This design comes from an exercise in tuning for small area, a short achievable clock period and few clock cycles per item on the open sky130 flow, not from production work.
Where RTL was checked, it was by simulation tests only, not by an equivalence proof against the original.
Power is estimated from default activity; no workload was simulated.

// systolic_array_os
module systolic_array_os #(
  parameter  int N      = 4,
  parameter  int DATA_W = 8,
  parameter  int ACC_W  = 24,
  parameter  int MAX_K  = 64,
  localparam int KW     = $clog2(MAX_K + 1),
  localparam int IW     = (N > 1) ? $clog2(N) : 1
) (
  input  logic                clk,
  input  logic                reset_n,
  input  logic                start,
  input  logic [KW-1:0]       k_len,
  input  logic                in_valid,
  output logic                in_ready,
  input  logic [N*DATA_W-1:0] a_vec,
  input  logic [N*DATA_W-1:0] b_vec,
  output logic                out_valid,
  input  logic                out_ready,
  output logic [IW-1:0]       out_idx,
  output logic [N*ACC_W-1:0]  out_row,
  output logic                busy,
  output logic                done
);
Settings: LEC_CHECK=0, CAP_MARGIN=20, CORE_MARGIN=2, CORE_UTILIZATION=40, SLEW_MARGIN=20, SYNTH_HIERARCHICAL=1; clock period 9.0 ns.
standard.sh (not shown) runs the stock make flow with config.mk's settings and CLKGATE_MAP_FILE= SYNTH_SCRIPT=/design/flow/synth_recipe.tcl, a recipe that flattens the netlist after the stock synthesis.
==> flow/flow/run.sh <==
#!/bin/bash
# The standard layout (standard.sh: the standard synthesis, floorplan, placement,
# CTS, routing) with three settings changed: the timing repair steps aim at a 6 ns
# setup margin (a 3 ns period) instead of the design's 9 ns period, they repair only
# the worst path (TNS_END_PERCENT=0), and the port buffers are buf_4 cells.
# Make's full output goes to standard.log; each ORFS step also keeps its own log under
# orfs/logs/.
set -euo pipefail
bash standard.sh SETUP_SLACK_MARGIN=6.0 TNS_END_PERCENT=0 \
  "BUFFER_PORTS_ARGS=-buffer_cell sky130_fd_sc_hd__buf_4" finish > standard.log 2>&1
Testbench counts at the start, summed over its fixed seeds: cycles 15,559, jobs 384.
Next try:
--- a/flow/design.v
+++ b/flow/design.v
@@ -106,28 +106,19 @@
     for (int i = 0; i < N; i++)
       for (int j = 0; j < N; j++) begin
         for (int c = 0; c < B; c++) begin
           if (MASK0[c]) acc0[i][j][c] <= accn0[i][j][c] && !clr_q;
           if (MASK1[c]) acc1[i][j][c] <= accn1[i][j][c] && !clr_q;
         end
         if (clr_q) accu[i][j] <= '0;
         else begin
           logic [SW-B-1:0] u;
-          logic up, dn, all1, all0;
-          up = cq[i][j][0] && cq[i][j][1];
-          dn = !(cq[i][j][0] || cq[i][j][1]);
-          all1 = 1'b1;
-          all0 = 1'b1;
-          for (int c = 0; c < SW-B; c++) begin
-            u[c] = accu[i][j][c] ^ ((up && all1) || (dn && all0));
-            all1 = all1 && accu[i][j][c];
-            all0 = all0 && !accu[i][j][c];
-          end
+          u = accu[i][j] + {{(SW-B-1){!(cq[i][j][0] || cq[i][j][1])}}, !(cq[i][j][0] ^ cq[i][j][1])};
           accu[i][j] <= u;
         end
         cq[i][j] <= clr_q ? '0 : cqn[i][j];
       end
   end
   logic [B-1:0]    rs0 [N];
   logic [B-1:0]    rs1 [N];
   logic [SW-B-1:0] ru  [N];
   logic [NCQ-1:0]  rc  [N];
@@ -2852,9 +2843,12 @@
   assign co = (a & b) | (a & c) | (b & c);
 endmodule
 module sa_ha (input logic a, b, output logic s, co);
   assign s  = a ^ b;
   assign co = a & b;
 endmodule
 module sa_xor (input logic a, b, output logic y);
   assign y = a ^ b;
 endmodule
+module sa_mux (input logic a, b, s, output logic y);
+  assign y = s ? b : a;
+endmodule
What happened: The changed run finished with timing, DRC and antenna clean. First-iteration DRC count grows by 2.9%. Total power rose by 6.4%. Cell area grows by 2.2%. Combinational power came out higher by about 10%. Via count rises by 2.7%. Setup slack is worse by 0.064 ns. Sequential share of layout area falls by 0.60 points. Global-route usage rose by 0.30 points. Cell count grows by 2.2%. Clock-buffer cell count goes up by 6. Non-clock buffer count came out higher by 9. Sequential cell count does not change. Critical path depth goes up by 1.
Function not checked in the second run of this note: the RTL went through the layout flow alone.


== main ==
Another version of the RTL of systolic_array_os (not shown whole).
Size in the first run: ~5500 cells after synthesis, about 810 flip-flops, roughly 180 I/O pins, roughly 57000 µm² of cells after synthesis.
Settings: LEC_CHECK=0, CAP_MARGIN=20, CORE_MARGIN=2, CORE_UTILIZATION=40, SLEW_MARGIN=20, SYNTH_HIERARCHICAL=1; clock period 9.0 ns.
Scripts as last shown in full above: flow/flow/run.sh
Testbench counts of main, summed over its fixed seeds: cycles 15,559, jobs 384.
[inputs] the feature branch vs main
--- a/flow/design.v
+++ b/flow/design.v
@@ -75,29 +75,34 @@
       else if (take && last_row) ov_q <= 1'b0;
       if (take) row_q <= row_q + IW'(1);
       for (int j = 0; j < N; j++)
         if (start_acc) sel_q[j] <= N'(1) << j;
         else if (load) sel_q[j] <= {sel_q[j][N-2:0], sel_q[j][N-1]};
     end
   end
   logic [DATA_W-1:0]   a_q  [N];
+  logic [DATA_W-1:0]   b_q  [N];
   logic [DATA_W/2-1:0] b1_q [N];
   logic [DATA_W/2-1:0] b2_q [N];
   logic [DATA_W/2-1:0] bn_q [N];
   always_ff @(posedge clk) begin
-    for (int i = 0; i < N; i++) a_q[i] <= accept ? a_vec[i*DATA_W +: DATA_W] : '0;
+    for (int i = 0; i < N; i++) begin
+      a_q[i] <= accept ? a_vec[i*DATA_W +: DATA_W] : '0;
+      b_q[i] <= b_vec[i*DATA_W +: DATA_W];
+    end
+  end
+  always_comb begin
     for (int j = 0; j < N; j++)
       for (int k = 0; k < DATA_W/2; k++) begin
         logic [2:0] t;
-        t = {b_vec[j*DATA_W + 2*k + 1], b_vec[j*DATA_W + 2*k],
-             (k == 0) ? 1'b0 : b_vec[j*DATA_W + 2*k - 1]};
-        b1_q[j][k] <= t[1] ^ t[0];
-        b2_q[j][k] <= (t == 3'b011) || (t == 3'b100);
-        bn_q[j][k] <= t[2] && (t[1:0] != 2'b11);
+        t = {b_q[j][2*k + 1], b_q[j][2*k], (k == 0) ? 1'b0 : b_q[j][(k == 0) ? 0 : 2*k - 1]};
+        b1_q[j][k] = t[1] ^ t[0];
+        b2_q[j][k] = (t == 3'b011) || (t == 3'b100);
+        bn_q[j][k] = t[2] && (t[1:0] != 2'b11);
       end
   end
   logic [B-1:0]    acc0  [N][N];
   logic [B-1:0]    acc1  [N][N];
   logic [SW-B-1:0] accu  [N][N];
   logic [NCQ-1:0]  cq    [N][N];
   logic [B-1:0]    accn0 [N][N];
   logic [B-1:0]    accn1 [N][N];
### Flow results
The feature branch | stages: all done | timing, DRC, antenna: all pass
Looking at timing endpoint of the critical path, the in_ready result is from main; the out_row[92] one comes from the feature branch.
Via count of the first global-routing pass grows slightly when moving from main to the feature branch.
Summary of the feature branch over main: sequential cell count saw a decrease; detailed route wirelength on metal3 saw a decrease; routed wire length saw an increase; utilization saw an increase.
Going from main to the feature branch, area of the core region did not really move; cell area after technology mapping did not really move.
Async set-or-reset flop fraction in the synthesized netlist: main vs the feature branch — no meaningful difference
main has higher sequential-to-total area share from yosys stat than the feature branch.
Function not checked in the feature branch: the RTL went through the layout flow alone.

static timing again, ports no longer ideal:
The results above use ideal ports. As a check the final layouts listed here were re-extracted and re-timed, cells and wires unchanged.
Step 1: set_driving_cell puts a clkbuf_16 on clk and a buf_2 on each other input, an assumption about the parent block.
Step 2, shift: input delay + t, output delay - t, t = (earliest + latest rising clock arrival at the registers) / 2. This alone moves slack from input paths to output paths.
a / b / c = no drivers / after step 1 / after step 2; a / b = the first two.
| run | t, ns | setup WS [ns] | clock arrival spread, ns |
|---|---|---|---|
| the first run of note 1 | 0.774 | 5.882 / 5.805 / 5.316 | 0.035 / 0.035 |
| the second run of note 1 | 0.789 | 5.818 / 5.742 / 5.276 | 0.035 / 0.034 |
| main | 0.789 | 5.818 / 5.742 / 5.276 | 0.035 / 0.034 |
| the feature branch | 0.790 | 5.712 / 5.632 / 5.125 | 0.038 / 0.039 |
After both steps every run listed still meets setup and hold. For the feature branch, which loses most, drivers alone change the setup slack by -0.080 ns; drivers and shift together by -0.587 ns.
